Context: an optimization exercise on an open-source flow, tuned for small area, a short achievable clock period and few clock cycles. The choices shown serve that exercise and are no tape-out recipe. Function was checked by simulation only, so behaviour that the tests miss may differ from the original. Power figures rest on the tool's default switching activity, not on a simulated workload.

<file path="flow/config.mk">
export PLATFORM = sky130hd
export DESIGN_NAME = conv_loop_sequencer
export DESIGN_NICKNAME = conv_loop_sequencer
export VERILOG_FILES = /design/flow/design.v
export SDC_FILE = /design/flow/constraint.sdc
export NUM_CORES = 4
export LEC_CHECK = 0
export CAP_MARGIN = 20
export CORE_MARGIN = 2
export CORE_UTILIZATION = 40
export SLEW_MARGIN = 20
</file>
<file path="flow/run.sh">
#!/bin/bash
# synth_recipe.tcl (not shown) runs the flow's synth.tcl, then flattens the netlist and writes it again
# the make line also repeats each setting of config.mk as NAME=value (left out here)
make -C /OpenROAD-flow-scripts/flow DESIGN_CONFIG=/design/flow/config.mk WORK_HOME=/design/flow/orfs CLKGATE_MAP_FILE= SYNTH_SCRIPT=/design/flow/synth_recipe.tcl finish
</file>
<file path="flow/design.v">
package conv_pkg;
  localparam int CONV_H_W    = 6;
  localparam int CONV_CH_W   = 7;
  localparam int CONV_HK_W   = 3;
  localparam int CONV_ADDR_W = 20;
  typedef enum logic [1:0] {
    ST_IDLE  = 2'd0,
    ST_SETUP = 2'd1,
    ST_RUN   = 2'd2,
    ST_DONE  = 2'd3
  } state_e;
  localparam logic STRIDE_1 = 1'b0;
  localparam logic STRIDE_2 = 1'b1;
  localparam logic PAD_OFF  = 1'b0;
  localparam logic PAD_SAME = 1'b1;
  function automatic logic [15:0] out_dim(input logic [15:0] n, input logic [15:0] k,
                                          input logic [15:0] p, input logic s2);
    logic [15:0] span;
    span = n + p + p - k;
    out_dim = (span >> s2) + 16'd1;
  endfunction
endpackage
module conv_loop_ctr #(
  parameter int W = 8
) (
  input  logic         clk,
  input  logic         rst_n,
  input  logic         clr,
  input  logic         step,
  input  logic         cin,
  input  logic [W-1:0] limit,
  output logic [W-1:0] cnt,
  output logic         cout
);
  logic [W-1:0] cnt_q, cnt_d;
  logic         wrap;
  assign wrap = (cnt_q == limit);
  assign cout = cin & wrap;
  assign cnt  = cnt_q;
  always_comb begin
    cnt_d = cnt_q;
    if (clr) begin
      cnt_d = '0;
    end else if (step && cin) begin
      cnt_d = wrap ? '0 : cnt_q + 1'b1;
    end
  end
  always_ff @(posedge clk or negedge rst_n) begin
    if (!rst_n) cnt_q <= '0;
    else        cnt_q <= cnt_d;
  end
endmodule
module conv_loop_sequencer #(
  parameter int H_W    = conv_pkg::CONV_H_W,
  parameter int CH_W   = conv_pkg::CONV_CH_W,
  parameter int HK_W   = conv_pkg::CONV_HK_W,
  parameter int ADDR_W = conv_pkg::CONV_ADDR_W
) (
  input  logic              clk,
  input  logic              rst_n,
  input  logic              en,
  input  logic              start,
  input  logic [H_W-1:0]    H,
  input  logic [H_W-1:0]    W,
  input  logic [CH_W-1:0]   C,
  input  logic [CH_W-1:0]   K,
  input  logic [HK_W-1:0]   hk,
  input  logic              stride2,
  input  logic              pad_en,
  output logic              busy,
  output logic              cfg_err,
  output logic              m_valid,
  input  logic              m_ready,
  output logic [ADDR_W-1:0] act_addr,
  output logic [ADDR_W-1:0] wgt_addr,
  output logic [ADDR_W-1:0] out_addr,
  output logic              pad_zero,
  output logic              acc_first,
  output logic              acc_last,
  output logic              done
);
  localparam logic [1:0] S_IDLE = 2'd0, S_SETUP = 2'd1, S_RUN = 2'd2, S_DONE = 2'd3;
  logic [1:0]  st_q;
  logic        cfg_err_q;
  logic [5:0]  h_q, w_q;
  logic [6:0]  cm_q;                
  logic [6:0]  kd_q;                
  logic [1:0]  h2_q;                
  logic        hk0_q, s2_q, pad_q;
  logic [2:0]  ss_q;
  logic [12:0] dc_q;                
  logic [18:0] a_q;
  logic [12:0] p_q;
  logic [19:0] wgt_q, wb_q;
  logic [18:0] out_q;
  logic [2:0]  kx_q, ky_q;
  logic [6:0]  c_q;
  logic [7:0]  ix_q, iy_q;
  logic [1:0]  pp;
  logic [2:0]  hkm1;
  logic [7:0]  wq1, q_mul;
  logic [12:0] p0, dy, doy, ds;
  logic [7:0]  xlast, ylast, pneg;
  logic        bx, by, cfg_bad;
  assign pp    = pad_q ? h2_q : 2'd0;
  assign hkm1  = {h2_q, 1'b0};
  assign wq1   = {2'b00, w_q} + 8'd1;
  assign q_mul = (h2_q[0] ? wq1 : 8'd0) + (h2_q[1] ? {wq1[6:0], 1'b0} : 8'd0);    
  assign p0    = -(pad_q ? {5'd0, q_mul} : 13'd0);                                  
  assign dy    = {7'd0, w_q} - {10'd0, hkm1};
  assign bx    = s2_q & ~w_q[0];
  assign by    = s2_q & ~h_q[0];
  assign doy   = (s2_q ? {7'd0, w_q} : 13'd0) + 13'd1 + {12'd0, bx} +
                 (pad_q ? 13'd0 : {10'd0, hkm1});
  assign ds    = s2_q ? 13'd2 : 13'd1;
  assign xlast = {2'b00, w_q} + {6'd0, pp} - 8'd1 - {7'd0, bx};
  assign ylast = {2'b00, h_q} + {6'd0, pp} - 8'd1 - {7'd0, by};
  assign pneg  = -{6'd0, pp};
  assign cfg_bad = ~hk0_q | (h_q == 6'd0) | (w_q == 6'd0) | (cm_q == 7'd0) | (kd_q == 7'd0) |
                   (~pad_q & (({1'b0, h_q} < {4'd0, h2_q, 1'b1}) | ({1'b0, w_q} < {4'd0, h2_q, 1'b1})));
  logic run, hs, kxw, kyw, cw, be, oxw, oyw, kw, lastb, pz;
  assign run   = (st_q == S_RUN);
  assign hs    = en & run & m_ready;
  assign kxw   = (kx_q == hkm1);
  assign kyw   = (ky_q == hkm1);
  assign cw    = (c_q == cm_q);
  assign be    = kxw & kyw & cw;
  assign oxw   = (ix_q == xlast);
  assign oyw   = (iy_q == ylast);
  assign kw    = (kd_q == 7'd1);
  assign lastb = be & oxw & oyw & kw;
  assign pz    = ix_q[7] | (ix_q[6:0] >= {1'b0, w_q}) | iy_q[7] | (iy_q[6:0] >= {1'b0, h_q});
  logic [18:0] a_n, out_n;
  logic [12:0] p_n;
  logic [19:0] wgt_n, wb_n;
  logic [2:0]  kx_n, ky_n;
  logic [6:0]  c_n, kd_n;
  logic [7:0]  ix_n, iy_n;
  logic [12:0] da;
  always_comb begin
    kx_n  = kxw ? 3'd0 : kx_q + 3'd1;
    ky_n  = kxw ? (kyw ? 3'd0 : ky_q + 3'd1) : ky_q;
    c_n   = (kxw & kyw) ? (cw ? 7'd0 : c_q + 7'd1) : c_q;
    if (!kxw)      ix_n = ix_q + 8'd1;
    else if (!be)  ix_n = ix_q - {5'd0, hkm1};
    else if (!oxw) ix_n = ix_q - {5'd0, hkm1} + {6'd0, ds[1:0]};
    else           ix_n = pneg;
    if (!kxw)                    iy_n = iy_q;
    else if (!kyw)               iy_n = iy_q + 8'd1;
    else if (!be || !oxw)        iy_n = iy_q - {5'd0, hkm1};
    else if (!oyw)               iy_n = iy_q - {5'd0, hkm1} + {6'd0, ds[1:0]};
    else                         iy_n = pneg;
    if (!be)       p_n = p_q;
    else if (!oxw) p_n = p_q + ds;
    else if (!oyw) p_n = p_q + doy;
    else           p_n = p0;
    da = !kxw ? 13'd1 : (!kyw ? dy : dc_q);
    a_n   = be ? {{6{p_n[12]}}, p_n} : a_q + {{6{da[12]}}, da};
    wgt_n = (be & !(oxw & oyw)) ? wb_q : wgt_q + 20'd1;
    wb_n  = (be & oxw & oyw) ? wgt_q + 20'd1 : wb_q;
    out_n = be ? out_q + 19'd1 : out_q;
    kd_n  = (be & oxw & oyw) ? kd_q - 7'd1 : kd_q;
  end
  logic [12:0] ms_a, ms_b;
  assign ms_a = (ss_q == 3'd0) ? 13'd0 : (ss_q == 3'd6) ? dc_q : {dc_q[11:0], 1'b0};
  assign ms_b = (ss_q == 3'd6) ? -{4'd0, q_mul, 1'b0} :
                (h_q[3'd5 - ss_q] ? {7'd0, w_q} : 13'd0);
  always_ff @(posedge clk or negedge rst_n) begin
    if (!rst_n) begin
      st_q      <= S_IDLE;
      cfg_err_q <= 1'b0;
    end else if (en) begin
      case (st_q)
        S_IDLE:  if (start) st_q <= S_SETUP;
        S_SETUP: begin
          if (ss_q == 3'd0) begin
            cfg_err_q <= cfg_bad;
            if (cfg_bad) st_q <= S_IDLE;
          end else if (ss_q == 3'd6) begin
            st_q <= S_RUN;
          end
        end
        S_RUN:   if (m_ready && lastb) st_q <= S_DONE;
        default: st_q <= S_IDLE;
      endcase
    end
  end
  always_ff @(posedge clk) begin
    if (st_q == S_IDLE) begin
      h_q   <= H;
      w_q   <= W;
      cm_q  <= C;
      kd_q  <= K;
      h2_q  <= hk[2:1];
      hk0_q <= hk[0];
      s2_q  <= stride2;
      pad_q <= pad_en;
    end else if (en && st_q == S_SETUP && ss_q == 3'd0) begin
      cm_q  <= cm_q - 7'd1;
    end else if (hs) begin
      kd_q  <= kd_n;
    end
  end
  always_ff @(posedge clk) begin
    if (st_q == S_IDLE) begin
      ss_q <= 3'd0;
    end else if (en && st_q == S_SETUP) begin
      ss_q  <= ss_q + 3'd1;
      dc_q  <= ms_a + ms_b;
      a_q   <= {{6{p0[12]}}, p0};
      p_q   <= p0;
      wgt_q <= 20'd0;
      wb_q  <= 20'd0;
      out_q <= 19'd0;
      kx_q  <= 3'd0;
      ky_q  <= 3'd0;
      c_q   <= 7'd0;
      ix_q  <= pneg;
      iy_q  <= pneg;
    end else if (hs) begin
      a_q   <= a_n;
      p_q   <= p_n;
      wgt_q <= wgt_n;
      wb_q  <= wb_n;
      out_q <= out_n;
      kx_q  <= kx_n;
      ky_q  <= ky_n;
      c_q   <= c_n;
      ix_q  <= ix_n;
      iy_q  <= iy_n;
    end
  end
  assign busy      = (st_q != S_IDLE);
  assign cfg_err   = cfg_err_q;
  assign m_valid   = run;
  assign done      = (st_q == S_DONE);
  assign pad_zero  = pz;
  assign act_addr  = pz ? 20'd0 : {1'b0, a_q};
  assign wgt_addr  = wgt_q;
  assign out_addr  = {1'b0, out_q};
  assign acc_first = (c_q == 7'd0) & (ky_q == 3'd0) & (kx_q == 3'd0);
  assign acc_last  = be;
endmodule
</file>
<file path="flow/constraint.sdc">
create_clock -name core_clock -period 13.0 [get_ports {clk}]
set_input_delay 2.6000 -clock core_clock [delete_from_list [all_inputs] [get_ports {clk}]]
set_output_delay 2.6000 -clock core_clock [all_outputs]
set_load 0.01 [all_outputs]
</file>
==> out/metrics.cfg <==
[outcome]
outcome=finished clean

[final_layout]
nets=1761
final_common_cell=edfxtp_1
area_growth_pct=14.2
final_area_um2=16000
final_cell_mix=164 x edfxtp_1, 152 x nor2_1, 139 x nand2_1
diodes=0
drive_above_1_share=0.0430

[grt]
grt_use_total=0.219
grt_pass1_vias=11300
grt-ovfl-total=0
grt_max_degree=64
grt_pass1_wl_mm=62.4
antenna_found_initial=0

[placement]
io_buffers=100
place_congestion=0.874
dp_hpwl_mm=28.5
post_dp_cell_area_um2=15400

[setup_path]
critPathMaxStageDelay_ns=1.05
cp_slowest_cell=nor2_1
arrival_ns=6.63
reg2reg_depth=16
worstPathCellList=clkdlybuf4s50_1, nand2_1, buf_4, clkinv_2, nor2_1, nand4b_1, and2_1, o32ai_1, a21o_1
worstSetupStartpointType=primary input
criticalPathCategory=in -> reg
cp_num_buf_inv=3
critical_path_depth=9
crit_path_max_fanout=63
cp.required_ns=13.32
cp_top_family=simple AND/OR/NAND/NOR gates
end_kind=register

[clock_network]
cts_root_buffer=clkbuf_16
post-cts-setup-buffers=0
path_clk_slew_ns=0.08
clock_latency_ns=0.46
cts_max_level=4
tritoncts=built
clkSinkCount=170
cts_hold_buf=0
numCtsBuffers=17
clockBufferDepth=2
post_cts_resized=0

[routing]
avgRoutedWirePerCell_um=19.1
drc=0
drt_first_pass_iters=5
finalWirelength_mm=39.2
ant_nets=0
drt-initial-drc-count=1027
avgViaCountPerCell=5.66
vias=11600

[synth]
syn_area_per_cell_um2=9.18
synth_warnings=1
synth_seq_cells=170
syn_area_um2=14000
synth_edf_count=164
synthFlopType=edfxtp_1
ys_async_sr_fraction=0.0176
ys_types=81
synth_cells=1523
yosysSeqAreaShare=0.362

[min_path]
hp-class=reg -> reg
hold_depth=2

[sta]
holdWs_ns=0.503
relSlewSlack=0.308
setup_viol=0
drv_slew=0
hold_viol_final=0
setup_tns_ns=0
worst_pin_slew_ns=1.04
period_minus_slack_ns=6.31
rsz0062_at_grt=false
fin_skew_ns=0.0125
fin_crit_sh=0.485
clock.fmax_mhz=158

[floorplan]
chipWidth_um=191
start_util=0.406
rows=68
coreArea_um2=34500
ios=103
die_h_um=191
dieArea_um2=36500

[run]
drv_cap=0

[power]
leakage_nw=6.40
power_density_nw_per_um2=226
ir_worst_vdd_v=0.000151

worst register-to-register path, delay by kind of cell (launching register included):
kind                     cells  cell delay (ns)
adder cells (fa/ha/maj)      3             0.73
AND/OR/NAND/NOR              6             2.10
multiplexers                 1             0.30
AO/OA/AOI/OAI                3             0.67
flip-flops                   1             0.75
buffers and inverters        3             0.57
cell families (layout without fill, tap and decap cells):
group | Yosys count | count (layout) | share of synthesized area
compound gates | 346 | 346 | 0.166
xor+xnor | 153 | 153 | 0.0964
fa+ha+maj | 135 | 135 | 0.128
buf+inv | 159 | 238 | 0.0470
flops | 170 | 170 | 0.362
mux | 14 | 14 | 0.0113
other cells | 1 | 2 | 0.000268
simple gates | 545 | 545 | 0.189
synthesized netlist by cell type (5+ instances only):
library cell / number / area share
edfxtp_1: 164 / 0.35
nor2_1: 152 / 0.041
nand2_1: 139 / 0.037
ha_1: 121 / 0.11
a21oi_1: 98 / 0.035
inv_1: 94 / 0.025
xnor2_1: 83 / 0.052
xor2_1: 69 / 0.043
o21ai_0: 61 / 0.022
nand3_1: 48 / 0.017
clkbuf_1: 37 / 0.0099
and2_1: 36 / 0.016
a21o_1: 32 / 0.017
a211oi_1: 31 / 0.017
nor3_1: 28 / 0.010
and3_1: 25 / 0.011
nor2b_1: 24 / 0.011
nand4_1: 23 / 0.010
o21a_1: 15 / 0.0081
o221ai_1: 15 / 0.0094
fa_1: 14 / 0.020
nand2b_1: 13 / 0.0058
or3_1: 13 / 0.0058
buf_2: 12 / 0.0043
a31oi_1: 10 / 0.0045
o211ai_1: 10 / 0.0054
mux2i_1: 9 / 0.0064
or2_2: 9 / 0.0040
buf_1: 8 / 0.0021
nor4_1: 8 / 0.0036
o31ai_1: 6 / 0.0032
a22oi_1: 5 / 0.0027
nor4b_1: 5 / 0.0031
o22ai_1: 5 / 0.0022
sequential cells by signal, indices dropped and copies added, names as in the netlist, 6 cells and up:
| name | cells |
|---|---|
| c_q | 7 |
| w_q | 6 |
| ix_q | 8 |
| wgt_q | 20 |
| cm_q | 7 |
| out_q | 19 |
| h_q | 6 |
| a_q | 19 |
| kd_q | 7 |
| dc_q | 13 |
| wb_q | 20 |
| p_q | 13 |
| iy_q | 8 |
metal layers:
| metal | part of all wire | up-vias | track usage |
|---|---|---|---|
| li1 | - | 5638 | - |
| met1 | 0.47 | 5589 | 0.314 |
| met2 | 0.45 | 367 | 0.342 |
| met3 | 0.060 | 52 | 0.0325 |
| met4 | 0.021 | 0 | 0.0662 |
| met5 | 0 | - | 0 |
metrics by stage:
stage | setup WS (ns) | utilization | instances | power, W
floorplan | 5.53 | - | 1524 | 0.00249
global placement | 6.30 | 0.446 | 2026 | 0.00302
detailed placement | 6.20 | 0.446 | 2026 | 0.00305
CTS | 6.62 | 0.464 | 2058 | 0.00360
global route | 6.35 | 0.464 | 2058 | 0.00389
finish | 6.69 | 0.464 | 2058 | 0.00361
final timing paths:
| check | from | endpoint | slack, ns |
|---|---|---|---|
| min | ss_q[1] | ss_q[1] | 0.50 |
| max reg2reg | h2_q[0] | wb_q[3] | 7.49 |
| max | en | a_q[10] | 6.69 |
| min reg2reg | ss_q[1] | ss_q[1] | 0.50 |
| min in group asynchronous | rst_n | cfg_err_q | 2.34 |
| max in group asynchronous | rst_n | st_q[0] | 10.50 |
power by group:
group	internal (W)	switching (W)
Sequential	0.000881	0.000205
Combinational	0.000815	0.00118
Clock	0.000263	0.000270
Total	0.00196	0.00165
layout make-up:
cell class	count	area, µm²
Timing Repair Buffer	112	1090
Tap cell	455	569
Inverter	94	354
Sequential cell	170	5060
Clock buffer	17	425
Fill cell	3266	18500
Multi-Input combinational cell	1195	8280
Clock inverter	15	191
Testbench counts, summed over its fixed seeds: cycles 1,324,316.

-- static timing again, ports no longer ideal --
Ports are ideal in the flow. The routed layout listed here was re-timed in OpenROAD. Step 1 (the two cells are an assumption about what drives the block):
set clk [get_ports {clk}]
set_driving_cell -lib_cell sky130_fd_sc_hd__clkbuf_16 $clk
set_driving_cell -lib_cell sky130_fd_sc_hd__buf_2 [delete_from_list [all_inputs] $clk]
Step 2 also shifts input and output timing later by t, the mid clock arrival at the registers, as if the neighbouring blocks saw the same clock. Three values: ideal, step 1, step 2; two values: the first two.
t, ns: 0.506
setup WS [ns]: 6.691 / 6.674 / 6.203
worst setup path at the end: input to register
clock arrival spread, ns: 0.014 / 0.014
After both steps setup and hold are still met in this run. The setup slack of this run moves by -0.017 ns with the drivers and by -0.488 ns with both steps.
